Source: an optimization exercise on an open RTL-to-GDS flow (aim: small area, a short achievable clock period and few clock cycles per item). Production flows keep margins and buffers that such runs may drop.
No functional check of the RTL was part of any run shown here.

==> flow/design.v (outline; a module is shown in full before it is edited, if it fits) <==
// module mac_adder_tree: 26 lines
// module mac_pipe: 2178 lines
module mac_pipe (
  input  logic               clk,
  input  logic               rst,
  input  logic               in_valid,
  output logic               in_ready,
  input  logic               in_first,
  input  logic               in_last,
  input  logic [71:0]        kernel_in,
  input  logic [71:0]        map_in,
  input  logic signed [31:0] bias,
  input  logic [4:0]         shift,
  output logic               out_valid,
  input  logic               out_ready,
  output logic signed [7:0]  mac_out
);
  // ...
==> flow/flow/run.sh <==
#!/bin/bash
# Layout flow: the standard flow with two changes.
#  1. After the standard synthesis, flow/polarity.py re-chooses which full
#     adders work on complemented signals, so fewer inverters sit between
#     adders (registers and all other cells are left as synthesis made them).
#  2. Ports are buffered with sky130_fd_sc_hd__buf_1 instead of the default
#     pick; timing repair still resizes them as needed.
# Each tool's output goes to a log file of its own in this folder.
set -euo pipefail
R=orfs/results/${FLOW_PLATFORM:-sky130hd}/mac_pipe/base
bash standard.sh "$(pwd)/$R/1_2_yosys.v" > synth.log 2>&1
cp "$R/1_2_yosys.v" 1_2_yosys.standard.v
python3 flow/polarity.py 1_2_yosys.standard.v "$R/1_2_yosys.v" > polarity.log 2>&1
BUFFER_PORTS_ARGS="-buffer_cell sky130_fd_sc_hd__buf_1" bash standard.sh finish > layout.log 2>&1
==> flow/flow/polarity.py <==
#!/usr/bin/env python3
"""Re-choose the polarity of full adders in a mapped sky130 netlist.

A full adder is self-dual: complementing its three inputs complements both
outputs. Yosys's extract_fa picks each adder's polarity on its own, which
leaves inverters between adders. This script treats each fa_1 cell as free to
work on complemented signals, removes the inverters between cells, picks the
polarities by local search to need as few inverters as possible, and writes
the netlist back with one inverter per signal that some load needs inverted.

Usage: polarity.py IN.v OUT.v
"""
import random
import re
import sys

OUT_PINS = {"X", "Y", "Q", "Q_N", "SUM", "COUT", "HI", "LO"}
INV_RE = re.compile(r"^sky130_fd_sc_hd__(inv|clkinv)_\d+$")
FA_RE = re.compile(r"^sky130_fd_sc_hd__fa_\d+$")

src = open(sys.argv[1]).read()

# Split into the module header/body and the cell instances.
inst_re = re.compile(
    r"^(\s*)(sky130_fd_sc_hd__\w+)\s+(\S+)\s*\((.*?)\);\s*$", re.S | re.M)
pin_re = re.compile(r"\.(\w+)\(\s*(.*?)\s*\)(?=\s*,|\s*$)", re.S)

cells = []  # dict(type, name, pins: {pin: net}, span)
for m in inst_re.finditer(src):
    pins = {}
    for p, n in pin_re.findall(m.group(4)):
        pins[p] = n.strip()
    cells.append({"type": m.group(2), "name": m.group(3), "pins": pins,
                  "span": m.span()})

fixed = set()
hdr = re.search(r"module\s+\w+\s*\((.*?)\);", src, re.S)
ports = [p.strip() for p in hdr.group(1).split(",")]
for decl in re.finditer(r"^\s*(input|output|inout)\s+(\[[^\]]*\]\s*)?(\S+)\s*;", src, re.M):
    fixed.add(decl.group(3))
for a in re.finditer(r"^\s*assign\s+(.*?)\s*=\s*(.*?)\s*;", src, re.M):
    for side in (a.group(1), a.group(2)):
        for tok in re.findall(r"\\\S+|[A-Za-z_][\w$]*(?:\s*\[\d+\])?", side):
            fixed.add(tok.replace(" ", ""))

def base(net):
    return re.sub(r"\s*\[\d+\]$", "", net)

def is_fixed(net):
    return net in fixed or base(net) in fixed

driver = {}
loads = {}
for ci, c in enumerate(cells):
    for p, n in c["pins"].items():
        if p in OUT_PINS:
            driver[n] = (ci, p)
        else:
            loads.setdefault(n, []).append((ci, p))

# Removable inverters: output not fixed.
removable = set()
for ci, c in enumerate(cells):
    if INV_RE.match(c["type"]) and not is_fixed(c["pins"]["Y"]):
        removable.add(ci)

def root_of(net):
    k = 0
    while net in driver and driver[net][0] in removable:
        net = cells[driver[net][0]]["pins"]["A"]
        k ^= 1
    return net, k

# Group consumers by root.
roots = {}
for ci, c in enumerate(cells):
    if ci in removable:
        continue
    for p, n in c["pins"].items():
        if p in OUT_PINS:
            continue
        r, k = root_of(n)
        roots.setdefault(r, []).append((ci, p, k))

AREA = {"inv_1": 3.7536, "nand2_1": 3.7536, "and2_1": 6.256, "nor2_1": 3.7536,
        "or2_1": 6.256, "nand3_1": 5.0048, "and3_1": 6.256, "nor3_1": 5.0048,
        "or3_1": 6.256, "xor2_1": 8.7584, "xnor2_1": 8.7584,
        "a21oi_1": 5.0048, "a21o_1": 7.5072, "o21ai_0": 5.0048, "o21a_1": 7.5072,
        "nand2b_1": 6.256, "and2b_1": 7.5072, "nor2b_1": 6.256, "or2b_1": 7.5072}
COMP = {}
for a, b in [("nand2_1", "and2_1"), ("nor2_1", "or2_1"), ("nand3_1", "and3_1"),
             ("nor3_1", "or3_1"), ("xor2_1", "xnor2_1"), ("a21oi_1", "a21o_1"),
             ("o21ai_0", "o21a_1"), ("nand2b_1", "and2b_1"), ("nor2b_1", "or2b_1")]:
    COMP[a] = b
    COMP[b] = a
INV_COST = AREA["inv_1"]

def short(t):
    return t.replace("sky130_fd_sc_hd__", "")

def outpin(c):
    return [p for p in c["pins"] if p in OUT_PINS][0]

fa_idx = [ci for ci, c in enumerate(cells) if FA_RE.match(c["type"])]
flippable = set()
for ci in fa_idx:
    outs = [cells[ci]["pins"].get("SUM"), cells[ci]["pins"].get("COUT")]
    if not any(o is None or is_fixed(o) for o in outs):
        flippable.add(ci)
gate_flip_cost = {}
for ci, c in enumerate(cells):
    t = short(c["type"])
    if t in COMP and ci not in removable:
        outs = [p for p in c["pins"] if p in OUT_PINS]
        if len(outs) == 1 and not is_fixed(c["pins"][outs[0]]):
            gate_flip_cost[ci] = AREA[COMP[t]] - AREA[t]

# Roots whose consumers are all removable-inverter-free fixed nets are handled
# the same way. Nets driven by removable inverters but read only by fixed nets
# cannot occur (fixed nets keep their driver).
flip = {ci: 0 for ci in flippable}
for ci in gate_flip_cost:
    flip[ci] = 0

def drv_pol(r):
    d = driver.get(r)
    if d is None:
        return 0
    return flip.get(d[0], 0)

def cost_root(r):
    dp = drv_pol(r)
    for ci, p, k in roots[r]:
        if dp ^ k ^ (flip.get(ci, 0) if ci in flippable else 0):
            return INV_COST
    return 0

def var_cost(ci):
    return gate_flip_cost.get(ci, 0) if flip[ci] else 0

# roots each FA touches
touch = {ci: set() for ci in flip}
for r, cons in roots.items():
    d = driver.get(r)
    if d is not None and d[0] in flip:
        touch[d[0]].add(r)
    for ci, p, k in cons:
        if ci in flippable:
            touch[ci].add(r)
# FA outputs that nobody reads still are roots of nothing; fine.

def total():
    return sum(cost_root(r) for r in roots) + sum(var_cost(ci) for ci in flip)

orig_inv = len(removable)
best = None
best_cost = None
rng = random.Random(1)
order = sorted(flip)
import math

def local_delta(ci):
    before = sum(cost_root(r) for r in touch[ci]) + var_cost(ci)
    flip[ci] ^= 1
    after = sum(cost_root(r) for r in touch[ci]) + var_cost(ci)
    flip[ci] ^= 1
    return after - before

for trial in range(6):
    for ci in order:
        flip[ci] = 0
    cur = total()
    moves = 400 * len(order)
    t0, t1 = 6.0, 0.05
    for step in range(moves):
        temp = t0 * (t1 / t0) ** (step / moves)
        ci = order[rng.randrange(len(order))]
        d = local_delta(ci)
        if d <= 0 or rng.random() < math.exp(-d / temp):
            flip[ci] ^= 1
            cur += d
    # greedy finish
    improved = True
    while improved:
        improved = False
        for ci in order:
            d = local_delta(ci)
            if d < -1e-9:
                flip[ci] ^= 1
                cur += d
                improved = True
    c = total()
    print(f"  trial {trial}: cost {c:.1f}", file=sys.stderr)
    if best_cost is None or c < best_cost:
        best_cost = c
        best = dict(flip)
flip = best
n_inv = sum(1 for r in roots if cost_root(r))
n_gate = sum(1 for ci in gate_flip_cost if flip[ci])
print(f"polarity: {len(flippable)} adders, {orig_inv} inverters removed, "
      f"{n_inv} inverters added, {n_gate} gates swapped for their complement, "
      f"cost {best_cost:.1f} um2 vs {orig_inv * INV_COST:.1f}", file=sys.stderr)

# Rewrite.
newpins = {}  # ci -> {pin: net}
new_cells = []
new_wires = []
for i, (r, cons) in enumerate(sorted(roots.items())):
    dp = drv_pol(r)
    inv_net = None
    for ci, p, k in cons:
        need_inv = dp ^ k ^ (flip.get(ci, 0) if ci in flippable else 0)
        if need_inv:
            if inv_net is None:
                inv_net = f"polinv_n{i}"
                new_wires.append(inv_net)
                new_cells.append(f"  sky130_fd_sc_hd__inv_1 polinv_{i} (\n    .A({r} ),\n    .Y({inv_net})\n  );\n")
            net = inv_net
        else:
            net = r
        newpins.setdefault(ci, {})[p] = net

out = []
pos = 0
for ci, c in enumerate(cells):
    s, e = c["span"]
    out.append(src[pos:s])
    pos = e
    if ci in removable:
        continue
    pins = dict(c["pins"])
    pins.update(newpins.get(ci, {}))
    typ = c["type"]
    if ci in gate_flip_cost and flip[ci]:
        t2 = COMP[short(typ)]
        typ = "sky130_fd_sc_hd__" + t2
        op = outpin(c)
        newop = "X" if op == "Y" else "Y"
        pins = {(newop if p == op else p): n for p, n in pins.items()}
    body = ",\n".join(f"    .{p}({n} )" for p, n in pins.items())
    out.append(f"  {typ} {c['name']} (\n{body}\n  );")
out.append(src[pos:])
text = "".join(out)
# declare new wires and add new cells before endmodule
decl = "".join(f"  wire {w};\n" for w in new_wires)
text = re.sub(r"(module\s+\w+\s*\(.*?\);\n)", lambda m: m.group(1) + decl, text, count=1, flags=re.S)
idx = text.rfind("endmodule")
text = text[:idx] + "".join(new_cells) + text[idx:]
open(sys.argv[2], "w").write(text)
==> flow/standard.sh <==
#!/bin/bash
# synth_recipe.tcl (not shown) runs the flow's synth.tcl, then flattens the netlist and writes it again
# the make line also repeats each setting of config.mk as NAME=value (left out here)
make -C /OpenROAD-flow-scripts/flow DESIGN_CONFIG=/design/flow/config.mk WORK_HOME=/design/flow/orfs CLKGATE_MAP_FILE= SYNTH_SCRIPT=/design/flow/synth_recipe.tcl "${@:-finish}"
==> flow/config.mk <==
export PLATFORM = sky130hd
export DESIGN_NAME = mac_pipe
export DESIGN_NICKNAME = mac_pipe
export VERILOG_FILES = /design/flow/design.v
export SDC_FILE = /design/flow/constraint.sdc
export NUM_CORES = 4
export LEC_CHECK = 0
export ABC_AREA = 1
export CAP_MARGIN = 20
export CORE_MARGIN = 2
export CORE_UTILIZATION = 60
export SETUP_SLACK_MARGIN = 4.0
export SLEW_MARGIN = 20
==> flow/constraint.sdc <==
create_clock -name core_clock -period 7.5 [get_ports {clk}]
set_input_delay 1.5000 -clock core_clock [delete_from_list [all_inputs] [get_ports {clk}]]
set_output_delay 1.5000 -clock core_clock [all_outputs]
set_load 0.01 [all_outputs]
==> impl_results.md, run 1 <==
* Die Wd at 211 um
* Post-CTS Setup Bufs at 78
* Clock network area share at 0.0351
* Post-DP HPWL at 65600 um
* Fmax at 0.266 GHz
* Crit path required time at 7.90 ns
* Non-Filler Instances at 3640
* Filler cells at 2769
* I/O pin cnt at 197
* Final cycle utilization of the critical path at 0.502
* Hold Buf Count CTS at 0
* # DRC at 0
* Crit path buf inv count at 2
* Critical path class: in2reg
* Hold-critical path depth at 0
* Tot GR Track Use at 0.381
* Met1 WL at 31600 um
* Reg2reg setup slack at 4.17 ns
* Pre-CTS worst setup slack at 2.84 ns
* Delay-heaviest family, CP: adder cells
* Largest Register: t3
* Highest metal used: met5
* Number of well taps at 539
* Detailed Routing Iterations Pass 1 at 9
* Layout area overhead at 25.7%
* Status: finished clean
* Full die area at 44500 um^2
* Largest net degree at the start of global routing at 54
==> inputs of run 2 (changes only) <==
--- a/flow/design.v
+++ b/flow/design.v
@@ -944,30 +944,31 @@
   logic fs857;
   logic fc858;
   logic fs859;
   logic fc860;
   logic fs861;
   logic fc862;
   logic fs863;
   logic fc864;
-  logic fs865;
-  logic fc866;
+  logic [193:0] t2;
+  logic hs865;
+  logic hc866;
   logic fs867;
   logic fc868;
   logic fs869;
   logic fc870;
   logic fs871;
   logic fc872;
   logic fs873;
   logic fc874;
   logic fs875;
   logic fc876;
-  logic fs877;
-  logic fc878;
+  logic hs877;
+  logic hc878;
   logic fs879;
   logic fc880;
   logic fs881;
   logic fc882;
   logic fs883;
   logic fc884;
   logic fs885;
   logic fc886;
@@ -976,46 +977,46 @@
   logic fs889;
   logic fc890;
   logic fs891;
   logic fc892;
   logic fs893;
   logic fc894;
   logic fs895;
   logic fc896;
-  logic fs897;
-  logic fc898;
+  logic hs897;
+  logic hc898;
   logic fs899;
   logic fc900;
   logic fs901;
   logic fc902;
   logic fs903;
   logic fc904;
   logic fs905;
   logic fc906;
-  logic fs907;
-  logic fc908;
+  logic hs907;
+  logic hc908;
   logic fs909;
   logic fc910;
   logic fs911;
   logic fc912;
   logic fs913;
   logic fc914;
   logic fs915;
   logic fc916;
   logic fs917;
   logic fc918;
   logic fs919;
   logic fc920;
   logic fs921;
   logic fc922;
   logic fs923;
   logic fc924;
-  logic fs925;
-  logic fc926;
+  logic hs925;
+  logic hc926;
   logic fs927;
   logic fc928;
   logic fs929;
   logic fc930;
   logic fs931;
   logic fc932;
   logic fs933;
   logic fc934;
@@ -1054,59 +1055,58 @@
   logic fs967;
   logic fc968;
   logic fs969;
   logic fc970;
   logic fs971;
   logic fc972;
   logic fs973;
   logic fc974;
-  logic [139:0] t3;
-  logic hs975;
-  logic hc976;
+  logic fs975;
+  logic fc976;
   logic fs977;
   logic fc978;
   logic fs979;
   logic fc980;
-  logic hs981;
-  logic hc982;
+  logic fs981;
+  logic fc982;
   logic fs983;
   logic fc984;
-  logic fs985;
-  logic fc986;
+  logic hs985;
+  logic hc986;
   logic fs987;
   logic fc988;
   logic fs989;
   logic fc990;
   logic fs991;
   logic fc992;
   logic fs993;
   logic fc994;
-  logic hs995;
-  logic hc996;
+  logic fs995;
+  logic fc996;
   logic fs997;
   logic fc998;
   logic fs999;
   logic fc1000;
   logic fs1001;
   logic fc1002;
   logic fs1003;
   logic fc1004;
-  logic hs1005;
-  logic hc1006;
+  logic fs1005;
+  logic fc1006;
   logic fs1007;
   logic fc1008;
   logic fs1009;
   logic fc1010;
   logic fs1011;
   logic fc1012;
   logic fs1013;
   logic fc1014;
-  logic hs1015;
-  logic hc1016;
+  logic fs1015;
+  logic fc1016;
   logic fs1017;
   logic fc1018;
   logic fs1019;
   logic fc1020;
   logic fs1021;
   logic fc1022;
   logic fs1023;
   logic fc1024;
@@ -1129,30 +1129,30 @@
   logic fs1041;
   logic fc1042;
   logic fs1043;
   logic fc1044;
   logic fs1045;
   logic fc1046;
   logic fs1047;
   logic fc1048;
-  logic fs1049;
-  logic fc1050;
+  logic hs1049;
+  logic hc1050;
   logic fs1051;
   logic fc1052;
   logic fs1053;
   logic fc1054;
   logic fs1055;
   logic fc1056;
   logic fs1057;
   logic fc1058;
   logic fs1059;
   logic fc1060;
-  logic hs1061;
-  logic hc1062;
+  logic fs1061;
+  logic fc1062;
   logic fs1063;
   logic fc1064;
   logic fs1065;
   logic fc1066;
   logic fs1067;
   logic fc1068;
   logic fs1069;
   logic fc1070;
@@ -1183,24 +1183,24 @@
   logic fs1095;
   logic fc1096;
   logic fs1097;
   logic fc1098;
   logic fs1099;
   logic fc1100;
   logic fs1101;
   logic fc1102;
-  logic fs1103;
-  logic fc1104;
-  logic fs1105;
-  logic fc1106;
+  logic hs1103;
+  logic hc1104;
+  logic hs1105;
+  logic hc1106;
   logic fs1107;
   logic fc1108;
-  logic hs1109;
-  logic hc1110;
+  logic fs1109;
+  logic fc1110;
   logic fs1111;
   logic fc1112;
   logic fs1113;
   logic fc1114;
   logic fs1115;
   logic fc1116;
   logic fs1117;
   logic fc1118;
@@ -1219,18 +1219,18 @@
   logic fs1131;
   logic fc1132;
   logic fs1133;
   logic fc1134;
   logic fs1135;
   logic fc1136;
   logic hs1137;
   logic hc1138;
-  logic hs1139;
-  logic hc1140;
+  logic fs1139;
+  logic fc1140;
   logic fs1141;
   logic fc1142;
   logic fs1143;
   logic fc1144;
   logic fs1145;
   logic fc1146;
   logic fs1147;
   logic fc1148;
@@ -1945,212 +1945,212 @@
   assign {fc850, fs849} = {1'b0, bb445} + {1'b0, fc670} + {1'b0, fc672};
   assign {fc852, fs851} = {1'b0, fc674} + {1'b0, fc676} + {1'b0, fc678};
   assign {fc854, fs853} = {1'b0, fs693} + {1'b0, fs695} + {1'b0, fs697};
   assign {fc856, fs855} = {1'b0, bb446} + {1'b0, fc682} + {1'b0, fc684};
   assign {fc858, fs857} = {1'b0, fc686} + {1'b0, fc688} + {1'b0, fc690};
   assign {fc860, fs859} = {1'b0, fs699} + {1'b0, fs701} + {1'b0, fs703};
   assign {fc862, fs861} = {1'b0, bb447} + {1'b0, fc694} + {1'b0, fc696};
   assign {fc864, fs863} = {1'b0, bb448} + {1'b0, fc700} + {1'b0, fc702};
-  assign {fc866, fs865} = {1'b0, fs705} + {1'b0, fs707} + {1'b0, bb433};
-  assign {fc868, fs867} = {1'b0, fs709} + {1'b0, fs711} + {1'b0, fs713};
-  assign {fc870, fs869} = {1'b0, fc476} + {1'b0, fc706} + {1'b0, fc708};
-  assign {fc872, fs871} = {1'b0, fs715} + {1'b0, fs717} + {1'b0, fs719};
-  assign {fc874, fs873} = {1'b0, fs721} + {1'b0, fc482} + {1'b0, fc710};
-  assign {fc876, fs875} = {1'b0, fs723} + {1'b0, fs725} + {1'b0, fs727};
-  assign {fc878, fs877} = {1'b0, fs729} + {1'b0, fs731} + {1'b0, fc500};
-  assign {fc880, fs879} = {1'b0, fc716} + {1'b0, fc718} + {1'b0, fc720};
-  assign {fc882, fs881} = {1'b0, fs733} + {1'b0, fs735} + {1'b0, fs737};
-  assign {fc884, fs883} = {1'b0, fs739} + {1'b0, fs741} + {1'b0, fs743};
-  assign {fc886, fs885} = {1'b0, fc512} + {1'b0, fc724} + {1'b0, fc726};
-  assign {fc888, fs887} = {1'b0, fc728} + {1'b0, fc730} + {1'b0, fc732};
-  assign {fc890, fs889} = {1'b0, fs745} + {1'b0, fs747} + {1'b0, fs749};
-  assign {fc892, fs891} = {1'b0, fs751} + {1'b0, fs753} + {1'b0, fs755};
-  assign {fc894, fs893} = {1'b0, fs757} + {1'b0, fc536} + {1'b0, fc734};
-  assign {fc896, fs895} = {1'b0, fc736} + {1'b0, fc738} + {1'b0, fc740};
-  assign {fc898, fs897} = {1'b0, fs759} + {1'b0, fs761} + {1'b0, fs763};
-  assign {fc900, fs899} = {1'b0, fs765} + {1'b0, fs767} + {1'b0, fs769};
-  assign {fc902, fs901} = {1'b0, fs771} + {1'b0, fs773} + {1'b0, fc554};
-  assign {fc904, fs903} = {1'b0, fc746} + {1'b0, fc748} + {1'b0, fc750};
-  assign {fc906, fs905} = {1'b0, fc752} + {1'b0, fc754} + {1'b0, fc756};
-  assign {fc908, fs907} = {1'b0, fs775} + {1'b0, fs777} + {1'b0, fs779};
-  assign {fc910, fs909} = {1'b0, fs781} + {1'b0, fs783} + {1'b0, fs785};
-  assign {fc912, fs911} = {1'b0, fs787} + {1'b0, fs789} + {1'b0, fs791};
-  assign {fc914, fs913} = {1'b0, fc584} + {1'b0, fc760} + {1'b0, fc762};
-  assign {fc916, fs915} = {1'b0, fc764} + {1'b0, fc766} + {1'b0, fc768};
-  assign {fc918, fs917} = {1'b0, fc770} + {1'b0, fc772} + {1'b0, fc774};
-  assign {fc920, fs919} = {1'b0, fs793} + {1'b0, fs795} + {1'b0, fs797};
-  assign {fc922, fs921} = {1'b0, fs799} + {1'b0, fs801} + {1'b0, fs803};
-  assign {fc924, fs923} = {1'b0, fs805} + {1'b0, fs807} + {1'b0, fc606};
-  assign {fc926, fs925} = {1'b0, fc608} + {1'b0, fc776} + {1'b0, fc778};
-  assign {fc928, fs927} = {1'b0, fc780} + {1'b0, fc782} + {1'b0, fc784};
-  assign {fc930, fs929} = {1'b0, fc786} + {1'b0, fc788} + {1'b0, fc790};
-  assign {fc932, fs931} = {1'b0, fs809} + {1'b0, fs811} + {1'b0, fs813};
-  assign {fc934, fs933} = {1'b0, fs815} + {1'b0, fs817} + {1'b0, fs819};
-  assign {fc936, fs935} = {1'b0, fs821} + {1'b0, fc630} + {1'b0, fc632};
-  assign {fc938, fs937} = {1'b0, fc794} + {1'b0, fc796} + {1'b0, fc798};
-  assign {fc940, fs939} = {1'b0, fc800} + {1'b0, fc802} + {1'b0, fc804};
-  assign {fc942, fs941} = {1'b0, fs823} + {1'b0, fs825} + {1'b0, fs827};
-  assign {fc944, fs943} = {1'b0, fs829} + {1'b0, fs831} + {1'b0, fs833};
-  assign {fc946, fs945} = {1'b0, fc650} + {1'b0, fc810} + {1'b0, fc812};
-  assign {fc948, fs947} = {1'b0, fc814} + {1'b0, fc816} + {1'b0, fc818};
-  assign {fc950, fs949} = {1'b0, fs835} + {1'b0, fs837} + {1'b0, fs839};
-  assign {fc952, fs951} = {1'b0, fs841} + {1'b0, fs843} + {1'b0, fc668};
-  assign {fc954, fs953} = {1'b0, fc824} + {1'b0, fc826} + {1'b0, fc828};
-  assign {fc956, fs955} = {1'b0, fc830} + {1'b0, fc832} + {1'b0, fc834};
-  assign {fc958, fs957} = {1'b0, fs845} + {1'b0, fs847} + {1'b0, fs849};
-  assign {fc960, fs959} = {1'b0, fs851} + {1'b0, fc680} + {1'b0, fc836};
-  assign {fc962, fs961} = {1'b0, fc838} + {1'b0, fc840} + {1'b0, fc842};
-  assign {fc964, fs963} = {1'b0, fs853} + {1'b0, fs855} + {1'b0, fs857};
-  assign {fc966, fs965} = {1'b0, fc692} + {1'b0, fc846} + {1'b0, fc848};
-  assign {fc968, fs967} = {1'b0, fs859} + {1'b0, fs861} + {1'b0, fc698};
-  assign {fc970, fs969} = {1'b0, fc854} + {1'b0, fc856} + {1'b0, fc858};
-  assign {fc972, fs971} = {1'b0, fs863} + {1'b0, fc704} + {1'b0, fc860};
-  assign {fc974, fs973} = {1'b0, 1'b1} + {1'b0, bb449} + {1'b0, fc864};
-  assign {hc976, hs975} = {1'b0, t3[23]} + {1'b0, t3[24]};
-  assign {fc978, fs977} = {1'b0, t3[33]} + {1'b0, t3[34]} + {1'b0, t3[35]};
-  assign {fc980, fs979} = {1'b0, t3[43]} + {1'b0, t3[44]} + {1'b0, t3[45]};
-  assign {hc982, hs981} = {1'b0, t3[46]} + {1'b0, t3[47]};
-  assign {fc984, fs983} = {1'b0, t3[54]} + {1'b0, t3[55]} + {1'b0, t3[56]};
-  assign {fc986, fs985} = {1'b0, t3[57]} + {1'b0, t3[58]} + {1'b0, t3[59]};
-  assign {fc988, fs987} = {1'b0, t3[60]} + {1'b0, t3[61]} + {1'b0, t3[62]};
-  assign {fc990, fs989} = {1'b0, t3[67]} + {1'b0, t3[68]} + {1'b0, t3[69]};
-  assign {fc992, fs991} = {1'b0, t3[70]} + {1'b0, t3[71]} + {1'b0, t3[72]};
-  assign {fc994, fs993} = {1'b0, t3[73]} + {1'b0, t3[74]} + {1'b0, t3[75]};
-  assign {hc996, hs995} = {1'b0, t3[76]} + {1'b0, t3[77]};
-  assign {fc998, fs997} = {1'b0, t3[80]} + {1'b0, t3[81]} + {1'b0, t3[82]};
-  assign {fc1000, fs999} = {1'b0, t3[83]} + {1'b0, t3[84]} + {1'b0, t3[85]};
-  assign {fc1002, fs1001} = {1'b0, t3[86]} + {1'b0, t3[87]} + {1'b0, t3[88]};
-  assign {fc1004, fs1003} = {1'b0, t3[91]} + {1'b0, t3[92]} + {1'b0, t3[93]};
-  assign {hc1006, hs1005} = {1'b0, t3[16]} + {1'b0, t3[17]};
-  assign {fc1008, fs1007} = {1'b0, hs975} + {1'b0, t3[25]} + {1'b0, t3[26]};
-  assign {fc1010, fs1009} = {1'b0, t3[27]} + {1'b0, t3[28]} + {1'b0, t3[29]};
-  assign {fc1012, fs1011} = {1'b0, fs977} + {1'b0, t3[36]} + {1'b0, t3[37]};
-  assign {fc1014, fs1013} = {1'b0, t3[38]} + {1'b0, t3[39]} + {1'b0, t3[40]};
-  assign {hc1016, hs1015} = {1'b0, t3[41]} + {1'b0, t3[42]};
-  assign {fc1018, fs1017} = {1'b0, fs979} + {1'b0, hs981} + {1'b0, t3[48]};
-  assign {fc1020, fs1019} = {1'b0, t3[49]} + {1'b0, t3[50]} + {1'b0, t3[51]};
-  assign {fc1022, fs1021} = {1'b0, t3[52]} + {1'b0, t3[53]} + {1'b0, fc978};
-  assign {fc1024, fs1023} = {1'b0, fs983} + {1'b0, fs985} + {1'b0, fs987};
-  assign {fc1026, fs1025} = {1'b0, t3[63]} + {1'b0, t3[64]} + {1'b0, t3[65]};
-  assign {fc1028, fs1027} = {1'b0, t3[66]} + {1'b0, fc980} + {1'b0, hc982};
-  assign {fc1030, fs1029} = {1'b0, fs989} + {1'b0, fs991} + {1'b0, fs993};
-  assign {fc1032, fs1031} = {1'b0, hs995} + {1'b0, t3[78]} + {1'b0, t3[79]};
-  assign {fc1034, fs1033} = {1'b0, fc984} + {1'b0, fc986} + {1'b0, fc988};
-  assign {fc1036, fs1035} = {1'b0, fs997} + {1'b0, fs999} + {1'b0, fs1001};
-  assign {fc1038, fs1037} = {1'b0, t3[89]} + {1'b0, t3[90]} + {1'b0, fc990};
-  assign {fc1040, fs1039} = {1'b0, fc992} + {1'b0, fc994} + {1'b0, hc996};
-  assign {fc1042, fs1041} = {1'b0, fs1003} + {1'b0, t3[94]} + {1'b0, t3[95]};
-  assign {fc1044, fs1043} = {1'b0, t3[96]} + {1'b0, t3[97]} + {1'b0, t3[98]};
-  assign {fc1046, fs1045} = {1'b0, fc998} + {1'b0, fc1000} + {1'b0, fc1002};
-  assign {fc1048, fs1047} = {1'b0, t3[99]} + {1'b0, t3[100]} + {1'b0, t3[101]};
-  assign {fc1050, fs1049} = {1'b0, t3[102]} + {1'b0, t3[103]} + {1'b0, t3[104]};
-  assign {fc1052, fs1051} = {1'b0, t3[105]} + {1'b0, t3[106]} + {1'b0, fc1004};
-  assign {fc1054, fs1053} = {1'b0, t3[107]} + {1'b0, t3[108]} + {1'b0, t3[109]};
-  assign {fc1056, fs1055} = {1'b0, t3[110]} + {1'b0, t3[111]} + {1'b0, t3[112]};
-  assign {fc1058, fs1057} = {1'b0, t3[4]} + {1'b0, t3[5]} + {1'b0, t3[6]};
-  assign {fc1060, fs1059} = {1'b0, t3[10]} + {1'b0, t3[11]} + {1'b0, t3[12]};
-  assign {hc1062, hs1061} = {1'b0, t3[13]} + {1'b0, t3[14]};
-  assign {fc1064, fs1063} = {1'b0, hs1005} + {1'b0, t3[18]} + {1'b0, t3[19]};
-  assign {fc1066, fs1065} = {1'b0, t3[20]} + {1'b0, t3[21]} + {1'b0, t3[22]};
-  assign {fc1068, fs1067} = {1'b0, fs1007} + {1'b0, fs1009} + {1'b0, t3[30]};
-  assign {fc1070, fs1069} = {1'b0, t3[31]} + {1'b0, t3[32]} + {1'b0, hc1006};
-  assign {fc1072, fs1071} = {1'b0, fs1011} + {1'b0, fs1013} + {1'b0, hs1015};
-  assign {fc1074, fs1073} = {1'b0, hc976} + {1'b0, fc1008} + {1'b0, fc1010};
-  assign {fc1076, fs1075} = {1'b0, fs1017} + {1'b0, fs1019} + {1'b0, fs1021};
-  assign {fc1078, fs1077} = {1'b0, fc1012} + {1'b0, fc1014} + {1'b0, hc1016};
-  assign {fc1080, fs1079} = {1'b0, fs1023} + {1'b0, fs1025} + {1'b0, fs1027};
-  assign {fc1082, fs1081} = {1'b0, fc1018} + {1'b0, fc1020} + {1'b0, fc1022};
-  assign {fc1084, fs1083} = {1'b0, fs1029} + {1'b0, fs1031} + {1'b0, fs1033};
-  assign {fc1086, fs1085} = {1'b0, fc1024} + {1'b0, fc1026} + {1'b0, fc1028};
-  assign {fc1088, fs1087} = {1'b0, fs1035} + {1'b0, fs1037} + {1'b0, fs1039};
-  assign {fc1090, fs1089} = {1'b0, fc1030} + {1'b0, fc1032} + {1'b0, fc1034};
-  assign {fc1092, fs1091} = {1'b0, fs1041} + {1'b0, fs1043} + {1'b0, fs1045};
-  assign {fc1094, fs1093} = {1'b0, fc1036} + {1'b0, fc1038} + {1'b0, fc1040};
-  assign {fc1096, fs1095} = {1'b0, fs1047} + {1'b0, fs1049} + {1'b0, fs1051};
-  assign {fc1098, fs1097} = {1'b0, fc1042} + {1'b0, fc1044} + {1'b0, fc1046};
-  assign {fc1100, fs1099} = {1'b0, fs1053} + {1'b0, fs1055} + {1'b0, t3[113]};
-  assign {fc1102, fs1101} = {1'b0, fc1048} + {1'b0, fc1050} + {1'b0, fc1052};
-  assign {fc1104, fs1103} = {1'b0, t3[114]} + {1'b0, t3[115]} + {1'b0, t3[116]};
-  assign {fc1106, fs1105} = {1'b0, t3[117]} + {1'b0, fc1054} + {1'b0, fc1056};
-  assign {fc1108, fs1107} = {1'b0, t3[118]} + {1'b0, t3[119]} + {1'b0, t3[120]};
-  assign {hc1110, hs1109} = {1'b0, fs1057} + {1'b0, t3[7]};
-  assign {fc1112, fs1111} = {1'b0, fs1059} + {1'b0, hs1061} + {1'b0, t3[15]};
-  assign {fc1114, fs1113} = {1'b0, fs1063} + {1'b0, fs1065} + {1'b0, fc1060};
-  assign {fc1116, fs1115} = {1'b0, fs1067} + {1'b0, fs1069} + {1'b0, fc1064};
-  assign {fc1118, fs1117} = {1'b0, fs1071} + {1'b0, fs1073} + {1'b0, fc1068};
-  assign {fc1120, fs1119} = {1'b0, fs1075} + {1'b0, fs1077} + {1'b0, fc1072};
-  assign {fc1122, fs1121} = {1'b0, fs1079} + {1'b0, fs1081} + {1'b0, fc1076};
-  assign {fc1124, fs1123} = {1'b0, fs1083} + {1'b0, fs1085} + {1'b0, fc1080};
-  assign {fc1126, fs1125} = {1'b0, fs1087} + {1'b0, fs1089} + {1'b0, fc1084};
-  assign {fc1128, fs1127} = {1'b0, fs1091} + {1'b0, fs1093} + {1'b0, fc1088};
-  assign {fc1130, fs1129} = {1'b0, fs1095} + {1'b0, fs1097} + {1'b0, fc1092};
-  assign {fc1132, fs1131} = {1'b0, fs1099} + {1'b0, fs1101} + {1'b0, fc1096};
-  assign {fc1134, fs1133} = {1'b0, fs1103} + {1'b0, fs1105} + {1'b0, fc1100};
-  assign {fc1136, fs1135} = {1'b0, fs1107} + {1'b0, t3[121]} + {1'b0, fc1104};
-  assign {hc1138, hs1137} = {1'b0, t3[122]} + {1'b0, t3[123]};
-  assign {hc1140, hs1139} = {1'b0, t3[1]} + {1'b0, t3[2]};
-  assign {fc1142, fs1141} = {1'b0, hs1109} + {1'b0, t3[8]} + {1'b0, t3[9]};
-  assign {fc1144, fs1143} = {1'b0, fs1111} + {1'b0, fc1058} + {1'b0, hc1110};
-  assign {fc1146, fs1145} = {1'b0, fs1113} + {1'b0, hc1062} + {1'b0, fc1112};
-  assign {fc1148, fs1147} = {1'b0, fs1115} + {1'b0, fc1066} + {1'b0, fc1114};
-  assign {fc1150, fs1149} = {1'b0, fs1117} + {1'b0, fc1070} + {1'b0, fc1116};
-  assign {fc1152, fs1151} = {1'b0, fs1119} + {1'b0, fc1074} + {1'b0, fc1118};
-  assign {fc1154, fs1153} = {1'b0, fs1121} + {1'b0, fc1078} + {1'b0, fc1120};
-  assign {fc1156, fs1155} = {1'b0, fs1123} + {1'b0, fc1082} + {1'b0, fc1122};
-  assign {fc1158, fs1157} = {1'b0, fs1125} + {1'b0, fc1086} + {1'b0, fc1124};
-  assign {fc1160, fs1159} = {1'b0, fs1127} + {1'b0, fc1090} + {1'b0, fc1126};
-  assign {fc1162, fs1161} = {1'b0, fs1129} + {1'b0, fc1094} + {1'b0, fc1128};
-  assign {fc1164, fs1163} = {1'b0, fs1131} + {1'b0, fc1098} + {1'b0, fc1130};
-  assign {fc1166, fs1165} = {1'b0, fs1133} + {1'b0, fc1102} + {1'b0, fc1132};
-  assign {fc1168, fs1167} = {1'b0, fs1135} + {1'b0, fc1106} + {1'b0, fc1134};
-  assign {fc1170, fs1169} = {1'b0, hs1137} + {1'b0, fc1108} + {1'b0, fc1136};
-  assign {fc1172, fs1171} = {1'b0, t3[124]} + {1'b0, t3[125]} + {1'b0, hc1138};
-  assign {hc1174, hs1173} = {1'b0, 1'b1} + {1'b0, t3[126]};
-  assign {hc1176, hs1175} = {1'b0, 1'b1} + {1'b0, t3[127]};
-  assign {hc1178, hs1177} = {1'b0, 1'b1} + {1'b0, t3[128]};
-  assign {hc1180, hs1179} = {1'b0, 1'b1} + {1'b0, t3[129]};
-  assign {hc1182, hs1181} = {1'b0, 1'b1} + {1'b0, t3[130]};
-  assign {hc1184, hs1183} = {1'b0, 1'b1} + {1'b0, t3[131]};
-  assign {hc1186, hs1185} = {1'b0, 1'b1} + {1'b0, t3[132]};
-  assign {hc1188, hs1187} = {1'b0, 1'b1} + {1'b0, t3[133]};
-  assign {hc1190, hs1189} = {1'b0, 1'b1} + {1'b0, t3[134]};
-  assign {hc1192, hs1191} = {1'b0, 1'b1} + {1'b0, t3[135]};
-  assign {hc1194, hs1193} = {1'b0, 1'b1} + {1'b0, t3[136]};
-  assign {hc1196, hs1195} = {1'b0, 1'b1} + {1'b0, t3[137]};
-  assign {hc1198, hs1197} = {1'b0, 1'b1} + {1'b0, t3[138]};
-  assign {hc1200, hs1199} = {1'b0, 1'b1} + {1'b0, t3[139]};
-  logic       c3_valid;
-  logic       c3_first;
-  logic       c3_last;
-  logic [4:0] c3_shift;
+  assign {hc866, hs865} = {1'b0, t2[39]} + {1'b0, t2[40]};
+  assign {fc868, fs867} = {1'b0, t2[53]} + {1'b0, t2[54]} + {1'b0, t2[55]};
+  assign {fc870, fs869} = {1'b0, t2[56]} + {1'b0, t2[57]} + {1'b0, t2[58]};
+  assign {fc872, fs871} = {1'b0, t2[69]} + {1'b0, t2[70]} + {1'b0, t2[71]};
+  assign {fc874, fs873} = {1'b0, t2[72]} + {1'b0, t2[73]} + {1'b0, t2[74]};
+  assign {fc876, fs875} = {1'b0, t2[75]} + {1'b0, t2[76]} + {1'b0, t2[77]};
+  assign {hc878, hs877} = {1'b0, t2[78]} + {1'b0, t2[79]};
+  assign {fc880, fs879} = {1'b0, t2[87]} + {1'b0, t2[88]} + {1'b0, t2[89]};
+  assign {fc882, fs881} = {1'b0, t2[90]} + {1'b0, t2[91]} + {1'b0, t2[92]};
+  assign {fc884, fs883} = {1'b0, t2[93]} + {1'b0, t2[94]} + {1'b0, t2[95]};
+  assign {fc886, fs885} = {1'b0, t2[96]} + {1'b0, t2[97]} + {1'b0, t2[98]};
+  assign {fc888, fs887} = {1'b0, t2[99]} + {1'b0, t2[100]} + {1'b0, t2[101]};
+  assign {fc890, fs889} = {1'b0, t2[106]} + {1'b0, t2[107]} + {1'b0, t2[108]};
+  assign {fc892, fs891} = {1'b0, t2[109]} + {1'b0, t2[110]} + {1'b0, t2[111]};
+  assign {fc894, fs893} = {1'b0, t2[112]} + {1'b0, t2[113]} + {1'b0, t2[114]};
+  assign {fc896, fs895} = {1'b0, t2[115]} + {1'b0, t2[116]} + {1'b0, t2[117]};
+  assign {hc898, hs897} = {1'b0, t2[118]} + {1'b0, t2[119]};
+  assign {fc900, fs899} = {1'b0, t2[123]} + {1'b0, t2[124]} + {1'b0, t2[125]};
+  assign {fc902, fs901} = {1'b0, t2[126]} + {1'b0, t2[127]} + {1'b0, t2[128]};
+  assign {fc904, fs903} = {1'b0, t2[129]} + {1'b0, t2[130]} + {1'b0, t2[131]};
+  assign {fc906, fs905} = {1'b0, t2[137]} + {1'b0, t2[138]} + {1'b0, t2[139]};
+  assign {hc908, hs907} = {1'b0, t2[17]} + {1'b0, t2[18]};
+  assign {fc910, fs909} = {1'b0, t2[27]} + {1'b0, t2[28]} + {1'b0, t2[29]};
+  assign {fc912, fs911} = {1'b0, t2[30]} + {1'b0, t2[31]} + {1'b0, t2[32]};
+  assign {fc914, fs913} = {1'b0, hs865} + {1'b0, t2[41]} + {1'b0, t2[42]};
+  assign {fc916, fs915} = {1'b0, t2[43]} + {1'b0, t2[44]} + {1'b0, t2[45]};
+  assign {fc918, fs917} = {1'b0, t2[46]} + {1'b0, t2[47]} + {1'b0, t2[48]};
+  assign {fc920, fs919} = {1'b0, fs867} + {1'b0, fs869} + {1'b0, t2[59]};
+  assign {fc922, fs921} = {1'b0, t2[60]} + {1'b0, t2[61]} + {1'b0, t2[62]};
+  assign {fc924, fs923} = {1'b0, t2[63]} + {1'b0, t2[64]} + {1'b0, t2[65]};
+  assign {hc926, hs925} = {1'b0, t2[66]} + {1'b0, t2[67]};
+  assign {fc928, fs927} = {1'b0, fs871} + {1'b0, fs873} + {1'b0, fs875};
+  assign {fc930, fs929} = {1'b0, hs877} + {1'b0, t2[80]} + {1'b0, t2[81]};
+  assign {fc932, fs931} = {1'b0, t2[82]} + {1'b0, t2[83]} + {1'b0, t2[84]};
+  assign {fc934, fs933} = {1'b0, t2[85]} + {1'b0, t2[86]} + {1'b0, fc868};
+  assign {fc936, fs935} = {1'b0, fs879} + {1'b0, fs881} + {1'b0, fs883};
+  assign {fc938, fs937} = {1'b0, fs885} + {1'b0, fs887} + {1'b0, t2[102]};
+  assign {fc940, fs939} = {1'b0, t2[103]} + {1'b0, t2[104]} + {1'b0, t2[105]};
+  assign {fc942, fs941} = {1'b0, fc872} + {1'b0, fc874} + {1'b0, fc876};
+  assign {fc944, fs943} = {1'b0, fs889} + {1'b0, fs891} + {1'b0, fs893};
+  assign {fc946, fs945} = {1'b0, fs895} + {1'b0, hs897} + {1'b0, t2[120]};
+  assign {fc948, fs947} = {1'b0, t2[121]} + {1'b0, t2[122]} + {1'b0, fc880};
+  assign {fc950, fs949} = {1'b0, fc882} + {1'b0, fc884} + {1'b0, fc886};
+  assign {fc952, fs951} = {1'b0, fs899} + {1'b0, fs901} + {1'b0, fs903};
+  assign {fc954, fs953} = {1'b0, t2[132]} + {1'b0, t2[133]} + {1'b0, t2[134]};
+  assign {fc956, fs955} = {1'b0, t2[135]} + {1'b0, t2[136]} + {1'b0, fc890};
+  assign {fc958, fs957} = {1'b0, fc892} + {1'b0, fc894} + {1'b0, fc896};
+  assign {fc960, fs959} = {1'b0, fs905} + {1'b0, t2[140]} + {1'b0, t2[141]};
+  assign {fc962, fs961} = {1'b0, t2[142]} + {1'b0, t2[143]} + {1'b0, t2[144]};
+  assign {fc964, fs963} = {1'b0, t2[145]} + {1'b0, t2[146]} + {1'b0, t2[147]};
+  assign {fc966, fs965} = {1'b0, t2[148]} + {1'b0, fc900} + {1'b0, fc902};
+  assign {fc968, fs967} = {1'b0, t2[149]} + {1'b0, t2[150]} + {1'b0, t2[151]};
+  assign {fc970, fs969} = {1'b0, t2[152]} + {1'b0, t2[153]} + {1'b0, t2[154]};
+  assign {fc972, fs971} = {1'b0, t2[155]} + {1'b0, t2[156]} + {1'b0, t2[157]};
+  assign {fc974, fs973} = {1'b0, t2[159]} + {1'b0, t2[160]} + {1'b0, t2[161]};
+  assign {fc976, fs975} = {1'b0, t2[9]} + {1'b0, t2[10]} + {1'b0, t2[11]};
+  assign {fc978, fs977} = {1'b0, hs907} + {1'b0, t2[19]} + {1'b0, t2[20]};
+  assign {fc980, fs979} = {1'b0, t2[21]} + {1'b0, t2[22]} + {1'b0, t2[23]};
+  assign {fc982, fs981} = {1'b0, fs909} + {1'b0, fs911} + {1'b0, t2[33]};
+  assign {fc984, fs983} = {1'b0, t2[34]} + {1'b0, t2[35]} + {1'b0, t2[36]};
+  assign {hc986, hs985} = {1'b0, t2[37]} + {1'b0, t2[38]};
+  assign {fc988, fs987} = {1'b0, fs913} + {1'b0, fs915} + {1'b0, fs917};
+  assign {fc990, fs989} = {1'b0, t2[49]} + {1'b0, t2[50]} + {1'b0, t2[51]};
+  assign {fc992, fs991} = {1'b0, t2[52]} + {1'b0, fc910} + {1'b0, fc912};
+  assign {fc994, fs993} = {1'b0, fs919} + {1'b0, fs921} + {1'b0, fs923};
+  assign {fc996, fs995} = {1'b0, hs925} + {1'b0, t2[68]} + {1'b0, hc866};
+  assign {fc998, fs997} = {1'b0, fc914} + {1'b0, fc916} + {1'b0, fc918};
+  assign {fc1000, fs999} = {1'b0, fs927} + {1'b0, fs929} + {1'b0, fs931};
+  assign {fc1002, fs1001} = {1'b0, fs933} + {1'b0, fc870} + {1'b0, fc920};
+  assign {fc1004, fs1003} = {1'b0, fc922} + {1'b0, fc924} + {1'b0, hc926};
+  assign {fc1006, fs1005} = {1'b0, fs935} + {1'b0, fs937} + {1'b0, fs939};
+  assign {fc1008, fs1007} = {1'b0, fs941} + {1'b0, hc878} + {1'b0, fc928};
+  assign {fc1010, fs1009} = {1'b0, fc930} + {1'b0, fc932} + {1'b0, fc934};
+  assign {fc1012, fs1011} = {1'b0, fs943} + {1'b0, fs945} + {1'b0, fs947};
+  assign {fc1014, fs1013} = {1'b0, fs949} + {1'b0, fc888} + {1'b0, fc936};
+  assign {fc1016, fs1015} = {1'b0, fc938} + {1'b0, fc940} + {1'b0, fc942};
+  assign {fc1018, fs1017} = {1'b0, fs951} + {1'b0, fs953} + {1'b0, fs955};
+  assign {fc1020, fs1019} = {1'b0, fs957} + {1'b0, hc898} + {1'b0, fc944};
+  assign {fc1022, fs1021} = {1'b0, fc946} + {1'b0, fc948} + {1'b0, fc950};
+  assign {fc1024, fs1023} = {1'b0, fs959} + {1'b0, fs961} + {1'b0, fs963};
+  assign {fc1026, fs1025} = {1'b0, fs965} + {1'b0, fc904} + {1'b0, fc952};
+  assign {fc1028, fs1027} = {1'b0, fc954} + {1'b0, fc956} + {1'b0, fc958};
+  assign {fc1030, fs1029} = {1'b0, fs967} + {1'b0, fs969} + {1'b0, fs971};
+  assign {fc1032, fs1031} = {1'b0, t2[158]} + {1'b0, fc906} + {1'b0, fc960};
+  assign {fc1034, fs1033} = {1'b0, fc962} + {1'b0, fc964} + {1'b0, fc966};
+  assign {fc1036, fs1035} = {1'b0, fs973} + {1'b0, t2[162]} + {1'b0, t2[163]};
+  assign {fc1038, fs1037} = {1'b0, t2[164]} + {1'b0, t2[165]} + {1'b0, t2[166]};
+  assign {fc1040, fs1039} = {1'b0, fc968} + {1'b0, fc970} + {1'b0, fc972};
+  assign {fc1042, fs1041} = {1'b0, t2[167]} + {1'b0, t2[168]} + {1'b0, t2[169]};
+  assign {fc1044, fs1043} = {1'b0, t2[170]} + {1'b0, t2[171]} + {1'b0, t2[172]};
+  assign {fc1046, fs1045} = {1'b0, t2[3]} + {1'b0, t2[4]} + {1'b0, t2[5]};
+  assign {fc1048, fs1047} = {1'b0, fs975} + {1'b0, t2[12]} + {1'b0, t2[13]};
+  assign {hc1050, hs1049} = {1'b0, t2[14]} + {1'b0, t2[15]};
+  assign {fc1052, fs1051} = {1'b0, fs977} + {1'b0, fs979} + {1'b0, t2[24]};
+  assign {fc1054, fs1053} = {1'b0, t2[25]} + {1'b0, t2[26]} + {1'b0, fc976};
+  assign {fc1056, fs1055} = {1'b0, fs981} + {1'b0, fs983} + {1'b0, hs985};
+  assign {fc1058, fs1057} = {1'b0, hc908} + {1'b0, fc978} + {1'b0, fc980};
+  assign {fc1060, fs1059} = {1'b0, fs987} + {1'b0, fs989} + {1'b0, fs991};
+  assign {fc1062, fs1061} = {1'b0, fc982} + {1'b0, fc984} + {1'b0, hc986};
+  assign {fc1064, fs1063} = {1'b0, fs993} + {1'b0, fs995} + {1'b0, fs997};
+  assign {fc1066, fs1065} = {1'b0, fc988} + {1'b0, fc990} + {1'b0, fc992};
+  assign {fc1068, fs1067} = {1'b0, fs999} + {1'b0, fs1001} + {1'b0, fs1003};
+  assign {fc1070, fs1069} = {1'b0, fc994} + {1'b0, fc996} + {1'b0, fc998};
+  assign {fc1072, fs1071} = {1'b0, fs1005} + {1'b0, fs1007} + {1'b0, fs1009};
+  assign {fc1074, fs1073} = {1'b0, fc1000} + {1'b0, fc1002} + {1'b0, fc1004};
+  assign {fc1076, fs1075} = {1'b0, fs1011} + {1'b0, fs1013} + {1'b0, fs1015};
+  assign {fc1078, fs1077} = {1'b0, fc1006} + {1'b0, fc1008} + {1'b0, fc1010};
+  assign {fc1080, fs1079} = {1'b0, fs1017} + {1'b0, fs1019} + {1'b0, fs1021};
+  assign {fc1082, fs1081} = {1'b0, fc1012} + {1'b0, fc1014} + {1'b0, fc1016};
+  assign {fc1084, fs1083} = {1'b0, fs1023} + {1'b0, fs1025} + {1'b0, fs1027};
+  assign {fc1086, fs1085} = {1'b0, fc1018} + {1'b0, fc1020} + {1'b0, fc1022};
+  assign {fc1088, fs1087} = {1'b0, fs1029} + {1'b0, fs1031} + {1'b0, fs1033};
+  assign {fc1090, fs1089} = {1'b0, fc1024} + {1'b0, fc1026} + {1'b0, fc1028};
+  assign {fc1092, fs1091} = {1'b0, fs1035} + {1'b0, fs1037} + {1'b0, fs1039};
+  assign {fc1094, fs1093} = {1'b0, fc1030} + {1'b0, fc1032} + {1'b0, fc1034};
+  assign {fc1096, fs1095} = {1'b0, fs1041} + {1'b0, fs1043} + {1'b0, fc974};
+  assign {fc1098, fs1097} = {1'b0, fc1036} + {1'b0, fc1038} + {1'b0, fc1040};
+  assign {fc1100, fs1099} = {1'b0, t2[173]} + {1'b0, t2[174]} + {1'b0, t2[175]};
+  assign {fc1102, fs1101} = {1'b0, t2[176]} + {1'b0, fc1042} + {1'b0, fc1044};
+  assign {hc1104, hs1103} = {1'b0, 1'b1} + {1'b0, t2[177]};
+  assign {hc1106, hs1105} = {1'b0, fs1045} + {1'b0, t2[6]};
+  assign {fc1108, fs1107} = {1'b0, fs1047} + {1'b0, hs1049} + {1'b0, t2[16]};
+  assign {fc1110, fs1109} = {1'b0, fs1051} + {1'b0, fs1053} + {1'b0, fc1048};
+  assign {fc1112, fs1111} = {1'b0, fs1055} + {1'b0, fs1057} + {1'b0, fc1052};
+  assign {fc1114, fs1113} = {1'b0, fs1059} + {1'b0, fs1061} + {1'b0, fc1056};
+  assign {fc1116, fs1115} = {1'b0, fs1063} + {1'b0, fs1065} + {1'b0, fc1060};
+  assign {fc1118, fs1117} = {1'b0, fs1067} + {1'b0, fs1069} + {1'b0, fc1064};
+  assign {fc1120, fs1119} = {1'b0, fs1071} + {1'b0, fs1073} + {1'b0, fc1068};
+  assign {fc1122, fs1121} = {1'b0, fs1075} + {1'b0, fs1077} + {1'b0, fc1072};
+  assign {fc1124, fs1123} = {1'b0, fs1079} + {1'b0, fs1081} + {1'b0, fc1076};
+  assign {fc1126, fs1125} = {1'b0, fs1083} + {1'b0, fs1085} + {1'b0, fc1080};
+  assign {fc1128, fs1127} = {1'b0, fs1087} + {1'b0, fs1089} + {1'b0, fc1084};
+  assign {fc1130, fs1129} = {1'b0, fs1091} + {1'b0, fs1093} + {1'b0, fc1088};
+  assign {fc1132, fs1131} = {1'b0, fs1095} + {1'b0, fs1097} + {1'b0, fc1092};
+  assign {fc1134, fs1133} = {1'b0, fs1099} + {1'b0, fs1101} + {1'b0, fc1096};
+  assign {fc1136, fs1135} = {1'b0, hs1103} + {1'b0, t2[178]} + {1'b0, fc1100};
+  assign {hc1138, hs1137} = {1'b0, t2[0]} + {1'b0, t2[1]};
+  assign {fc1140, fs1139} = {1'b0, hs1105} + {1'b0, t2[7]} + {1'b0, t2[8]};
+  assign {fc1142, fs1141} = {1'b0, fs1107} + {1'b0, fc1046} + {1'b0, hc1106};
+  assign {fc1144, fs1143} = {1'b0, fs1109} + {1'b0, hc1050} + {1'b0, fc1108};
+  assign {fc1146, fs1145} = {1'b0, fs1111} + {1'b0, fc1054} + {1'b0, fc1110};
+  assign {fc1148, fs1147} = {1'b0, fs1113} + {1'b0, fc1058} + {1'b0, fc1112};
+  assign {fc1150, fs1149} = {1'b0, fs1115} + {1'b0, fc1062} + {1'b0, fc1114};
+  assign {fc1152, fs1151} = {1'b0, fs1117} + {1'b0, fc1066} + {1'b0, fc1116};
+  assign {fc1154, fs1153} = {1'b0, fs1119} + {1'b0, fc1070} + {1'b0, fc1118};
+  assign {fc1156, fs1155} = {1'b0, fs1121} + {1'b0, fc1074} + {1'b0, fc1120};
+  assign {fc1158, fs1157} = {1'b0, fs1123} + {1'b0, fc1078} + {1'b0, fc1122};
+  assign {fc1160, fs1159} = {1'b0, fs1125} + {1'b0, fc1082} + {1'b0, fc1124};
+  assign {fc1162, fs1161} = {1'b0, fs1127} + {1'b0, fc1086} + {1'b0, fc1126};
+  assign {fc1164, fs1163} = {1'b0, fs1129} + {1'b0, fc1090} + {1'b0, fc1128};
+  assign {fc1166, fs1165} = {1'b0, fs1131} + {1'b0, fc1094} + {1'b0, fc1130};
+  assign {fc1168, fs1167} = {1'b0, fs1133} + {1'b0, fc1098} + {1'b0, fc1132};
+  assign {fc1170, fs1169} = {1'b0, fs1135} + {1'b0, fc1102} + {1'b0, fc1134};
+  assign {fc1172, fs1171} = {1'b0, t2[179]} + {1'b0, hc1104} + {1'b0, fc1136};
+  assign {hc1174, hs1173} = {1'b0, 1'b1} + {1'b0, t2[180]};
+  assign {hc1176, hs1175} = {1'b0, 1'b1} + {1'b0, t2[181]};
+  assign {hc1178, hs1177} = {1'b0, 1'b1} + {1'b0, t2[182]};
+  assign {hc1180, hs1179} = {1'b0, 1'b1} + {1'b0, t2[183]};
+  assign {hc1182, hs1181} = {1'b0, 1'b1} + {1'b0, t2[184]};
+  assign {hc1184, hs1183} = {1'b0, 1'b1} + {1'b0, t2[185]};
+  assign {hc1186, hs1185} = {1'b0, 1'b1} + {1'b0, t2[186]};
+  assign {hc1188, hs1187} = {1'b0, 1'b1} + {1'b0, t2[187]};
+  assign {hc1190, hs1189} = {1'b0, 1'b1} + {1'b0, t2[188]};
+  assign {hc1192, hs1191} = {1'b0, 1'b1} + {1'b0, t2[189]};
+  assign {hc1194, hs1193} = {1'b0, 1'b1} + {1'b0, t2[190]};
+  assign {hc1196, hs1195} = {1'b0, 1'b1} + {1'b0, t2[191]};
+  assign {hc1198, hs1197} = {1'b0, 1'b1} + {1'b0, t2[192]};
+  assign {hc1200, hs1199} = {1'b0, 1'b1} + {1'b0, t2[193]};
+  logic       c2_valid;
+  logic       c2_first;
+  logic       c2_last;
+  logic [4:0] c2_shift;
   logic       w_valid;
   logic       w_first;
   logic       w_last;
   logic [4:0] w_shift;
   logic [31:0] w_a;
   logic [31:0] w_b;
   always_ff @(posedge clk) begin
-    t3 <= {bb464, bb463, bb462, bb461, bb460, bb459, bb458, bb457, bb456, bb455, bb454, bb453, bb452, bb451, fc974, bb450, fc972, fs973, fc970, fc968, fc862, fs971, fc966, fc964, fs969, fs967, fc962, fc960, fc958, fc852, fc850, fs965, fs963, fc956, fc954, fc952, fc950, fc844, fs961, fs959, fs957, fc948, fc946, fc944, fc942, fs955, fs953, fs951, fs949, fc940, fc938, fc936, fc934, fc932, fc822, fc820, fs947, fs945, fs943, fs941, fc930, fc928, fc926, fc924, fc922, fc920, fc808, fc806, fs939, fs937, fs935, fs933, fs931, fc918, fc916, fc914, fc912, fc910, fc908, fc792, fs929, fs927, fs925, fs923, fs921, fs919, fc906, fc904, fc902, fc900, fc898, fs917, fs915, fs913, fs911, fs909, fs907, fc896, fc894, fc892, fc890, fc758, fs905, fs903, fs901, fs899, fs897, fc888, fc886, fc884, fc882, fc744, fc742, fs895, fs893, fs891, fs889, fc880, fc878, fc876, fs887, fs885, fs883, fs881, fc874, fc872, fc722, fs879, fs877, fs875, fc870, fc868, fc714, fc712, fs873, fs871, fc866, fs869, fs867, fs865};
-    w_a <= {hs1199, hs1197, hs1195, hs1193, hs1191, hs1189, hs1187, hs1185, hs1183, hs1181, hs1179, hs1177, hs1175, hs1173, fs1171, fs1169, fs1167, fs1165, fs1163, fs1161, fs1159, fs1157, fs1155, fs1153, fs1151, fs1149, fs1147, fs1145, fs1143, fs1141, hs1139, t3[0]} & {32{c3_valid}};
-    w_b <= {hc1198, hc1196, hc1194, hc1192, hc1190, hc1188, hc1186, hc1184, hc1182, hc1180, hc1178, hc1176, hc1174, fc1172, fc1170, fc1168, fc1166, fc1164, fc1162, fc1160, fc1158, fc1156, fc1154, fc1152, fc1150, fc1148, fc1146, fc1144, fc1142, hc1140, t3[3], 1'b0} & {32{c3_valid}};
-    c3_first <= in_first && take;
-    c3_last <= in_last;
-    c3_shift <= shift;
-    w_first <= c3_first;
-    w_last <= c3_last;
-    w_shift <= c3_shift;
+    t2 <= {bb464, bb463, bb462, bb461, bb460, bb459, bb458, bb457, bb456, bb455, bb454, bb453, bb452, bb451, bb450, fc864, bb449, fc862, fc860, fc704, fs863, fc858, fc856, fc854, fc698, fs861, fs859, fc852, fc850, fc848, fc846, fc692, fs857, fs855, fs853, fc844, fc842, fc840, fc838, fc836, fc680, fs851, fs849, fs847, fs845, fc834, fc832, fc830, fc828, fc826, fc824, fc668, fs843, fs841, fs839, fs837, fs835, fc822, fc820, fc818, fc816, fc814, fc812, fc810, fc650, fs833, fs831, fs829, fs827, fs825, fs823, fc808, fc806, fc804, fc802, fc800, fc798, fc796, fc794, fc632, fc630, fs821, fs819, fs817, fs815, fs813, fs811, fs809, fc792, fc790, fc788, fc786, fc784, fc782, fc780, fc778, fc776, fc608, fc606, fs807, fs805, fs803, fs801, fs799, fs797, fs795, fs793, fc774, fc772, fc770, fc768, fc766, fc764, fc762, fc760, fc584, fs791, fs789, fs787, fs785, fs783, fs781, fs779, fs777, fs775, fc758, fc756, fc754, fc752, fc750, fc748, fc746, fc554, fs773, fs771, fs769, fs767, fs765, fs763, fs761, fs759, fc744, fc742, fc740, fc738, fc736, fc734, fc536, fs757, fs755, fs753, fs751, fs749, fs747, fs745, fc732, fc730, fc728, fc726, fc724, fc512, fs743, fs741, fs739, fs737, fs735, fs733, fc722, fc720, fc718, fc716, fc500, fs731, fs729, fs727, fs725, fs723, fc714, fc712, fc710, fc482, fs721, fs719, fs717, fs715, fc708, fc706, fc476, fs713, fs711, fs709, bb433, fs707, fs705};
+    w_a <= {hs1199, hs1197, hs1195, hs1193, hs1191, hs1189, hs1187, hs1185, hs1183, hs1181, hs1179, hs1177, hs1175, hs1173, fs1171, fs1169, fs1167, fs1165, fs1163, fs1161, fs1159, fs1157, fs1155, fs1153, fs1151, fs1149, fs1147, fs1145, fs1143, fs1141, fs1139, hs1137} & {32{c2_valid}};
+    w_b <= {hc1198, hc1196, hc1194, hc1192, hc1190, hc1188, hc1186, hc1184, hc1182, hc1180, hc1178, hc1176, hc1174, fc1172, fc1170, fc1168, fc1166, fc1164, fc1162, fc1160, fc1158, fc1156, fc1154, fc1152, fc1150, fc1148, fc1146, fc1144, fc1142, fc1140, hc1138, t2[2]} & {32{c2_valid}};
+    c2_first <= in_first && take;
+    c2_last <= in_last;
+    c2_shift <= shift;
+    w_first <= c2_first;
+    w_last <= c2_last;
+    w_shift <= c2_shift;
   end
   always_ff @(posedge clk or posedge rst) begin
     if (rst) begin
-      c3_valid <= 1'b0;
+      c2_valid <= 1'b0;
       w_valid <= 1'b0;
     end else begin
-      c3_valid <= take;
-      w_valid <= c3_valid;
+      c2_valid <= take;
+      w_valid <= c2_valid;
     end
   end
   logic [31:0] acc;
   logic [31:0] acc_base;
   logic        a_res;
   logic [4:0]  a_shift;
   assign acc_base = w_first ? 32'd0 : acc;
   logic [31:0] acc_s;
==> impl_results.md, run 2 <==
* Layout area overhead at 10.8% (was 25.7%)
* # DRC at 0 (unchanged)
* Total grt overflow at 0 (unchanged)
* Final instance area at 29900 um^2 (was 32300 um^2)
* Post-Syn Nets at 3460 (was 3364)
* Sink Count at 370 (was 315)
* Synth Instances at 2875 (was 2778)
* Critical path fanouts, max at 1 (was 7)
* Most frequent cells in the layout: nand2_1, fa_1, inv_1 (was nand2_1, fa_1, dfxtp_1)
* Tot GR Track Use at 0.351 (was 0.381)
* Relative slew slack at 0.209 (was 0.425)
* Final Util at 0.675 (was 0.767)
* Final setup viols at 0 (unchanged)
* Highest metal used: met4 (was met5)
* Root buffer cell: clkbuf_16 (unchanged)
* NumNets Final at 3641 (was 3662)
* Via density at 5.75 (was 6.10)
* Post-DP HPWL at 66300 um (was 65600 um)
* Global-route wire length before repair at 124000 um (was 127000 um)
* Slew at the pin closest to its max-slew limit at 1.17 ns (was 0.856 ns)
* Pre-CTS worst setup slack at 3.28 ns (was 2.84 ns)
* Ant. Diodes at 0 (unchanged)
* Routability cong. at 1.01 (was 1.04)
* CP endpoint kind: flop (unchanged)
* Fin. Hold Viols at 0 (unchanged)
* Hold WS at 0.325 ns (about the same)
* Setup TNS at 0 ns (unchanged)
* RSZ-0062 raised after global routing: true (unchanged)
* Largest Register: t2 (was t3)
* Die Wd at 216 um (was 211 um)
* Full die area at 46700 um^2 (was 44500 um^2)
* Clock transition at path regs at 0.07 ns (was 0.06 ns)
* Syn. warnings at 2 (unchanged)
* Max_cap viols at 0 (unchanged)
* Initial antenna violation count at 1 (unchanged)
* Hold/Removal Path Class: reg2reg (unchanged)
* Met2 WL at 40200 um (was 43200 um)
* Largest net degree at the start of global routing at 54 (unchanged)
* CTS tree: yes (unchanged)
* Post-Syn Area at 27000 um^2 (was 25700 um^2)
* Hold Buf Count CTS at 0 (unchanged)
* Max FFs per register at 194 (was 140)
* I/O pin cnt at 197 (unchanged)
* Initial drt markers at 1957 (was 2174)
* Status: finished clean (unchanged)
* Reg2reg setup slack at 3.84 ns (was 4.17 ns)
* Placed cell areas at 28200 um^2 (was 28000 um^2)
* Non-Filler Instances at 3676 (was 3640)
* Initial Util at 0.609 (was 0.610)
* IO buf count at 196 (unchanged)
* Syn_area_per_cell at 9.39 um^2 (was 9.25 um^2)
* Share of layout cells above drive strength 1 at 0.0804 (was 0.256)
* Final setup margin at 3.84 ns (was 3.74 ns)
* WL final at 81400 um (was 88300 um)
* Vias in the first global route at 21200 (was 22100)
* DR WL/cell at 22.1 um (was 24.3 um)
* Core box area at 44300 um^2 (was 42100 um^2)
* Die H at 216 um (was 211 um)
* Total CTS buffers at 39 (was 34)
* Detailed Routing Iterations Pass 1 at 6 (was 9)
* Clock skew at 0.0228 ns (was 0.0100 ns)
* Crit start category: flop (was input port)
* Fmax at 0.273 GHz (was 0.266 GHz)
* DR WL met3 at 4890 um (was 6910 um)
* Max Root-Sink Buffers at 3 (unchanged)
* Most common cell after layout, fill and taps aside: nand2_1 (unchanged)
* Placed Instances at 3593 (was 3460)
* Row cnt at 77 (was 75)
* Worst EP arrival at 4.16 ns (about the same)
* Slew Limit Fails at 0 (unchanged)
* Final min period at 3.66 ns (was 3.76 ns)
* Clk latency of the worst-skew pair at 0.57 ns (was 0.52 ns)
* Crit path required time at 7.99 ns (was 7.90 ns)
* Final cycle utilization of the critical path at 0.489 (was 0.502)
* Met1 WL at 32000 um (was 31600 um)
* DR vias at 21100 (was 22200)
* Largest regs: t2 x194, q_mem x40 (was t3 x140, q_mem x40)
* Critical path class: reg2reg (was in2reg)
* H-Tree Depth at 2 (unchanged)
* ANT nets after route at 0 (unchanged)
## run 2: final timing paths
kind | from | endpoint | cells past startpoint
max | t2[115] | w_a[9] | 8
min | w_shift[0] | a_shift[0] | 0
max reg2reg | t2[115] | w_a[9] | 8
min reg2reg | w_shift[0] | a_shift[0] | 0
max in group asynchronous | rst | acc[19] | 3
min in group asynchronous | rst | n_out[0] | 3
## run 2: area by class of cell
cell class	instances	area (um^2)
repair buffers	213	902
well taps	592	741
multi-input cells	2142	17700
clock buffers	48	1070
fillers	3585	14400
clock inverters	21	215
repair inverters	3	20.0
inverters	287	1090
flip-flops and latches	370	8130
## run 2: what timing repair did
item / in CTS / in global routing
pin swaps: 45 / 30
gates cloned: 1 / 2
setup endpoints to repair: 66 / 120
resized for setup: 66 / 55
setup buffers: 1 / 10
## run 2: layer usage
metal  vias to the layer above  global-route usage
met2                       865               0.604
li1                       9810                   -
met1                     10300               0.445
met4                         0               0.167
met5                         -                   0
met3                       173              0.0401
## run 2: worst max-delay path, cell delays in order (launching register included)
cell and delay [ns]:
dfxtp_1 0.35, fa_1 0.56, fa_1 0.45, fa_1 0.58, fa_1 0.43, fa_1 0.47, fa_1 0.57, inv_1 0.06
nor2_1 0.10

-- separate check: timing with driven ports --
No port has a modelled driver above. Below, the same layouts with a new extraction and two added sets of constraints. Step 1 (the two cells are an assumption about what drives the block):
set clk [get_ports {clk}]
set_driving_cell -lib_cell sky130_fd_sc_hd__clkbuf_16 $clk
set_driving_cell -lib_cell sky130_fd_sc_hd__buf_2 [delete_from_list [all_inputs] $clk]
Step 2 also shifts input and output timing later by t, the mid clock arrival at the registers, as if the neighbouring blocks saw the same clock. a / b / c = ideal / step 1 / step 2; a / b = the first two.
| run | shift t [ns] | slack for setup (ns) | latest minus earliest clock arrival (ns) | worst data-port slew with drivers (ns) |
|---|---|---|---|---|
| run 1 | 0.571 | 3.738 / 3.759 / 3.188 | 0.012 / 0.012 | 0.10 |
| run 2 | 0.623 | 3.836 / 3.836 / 3.515 | 0.023 / 0.024 | 0.06 |
After both steps setup and hold are still met in every run listed. For run 1, which loses most, drivers alone change the setup slack by +0.021 ns; drivers and shift together by -0.550 ns.
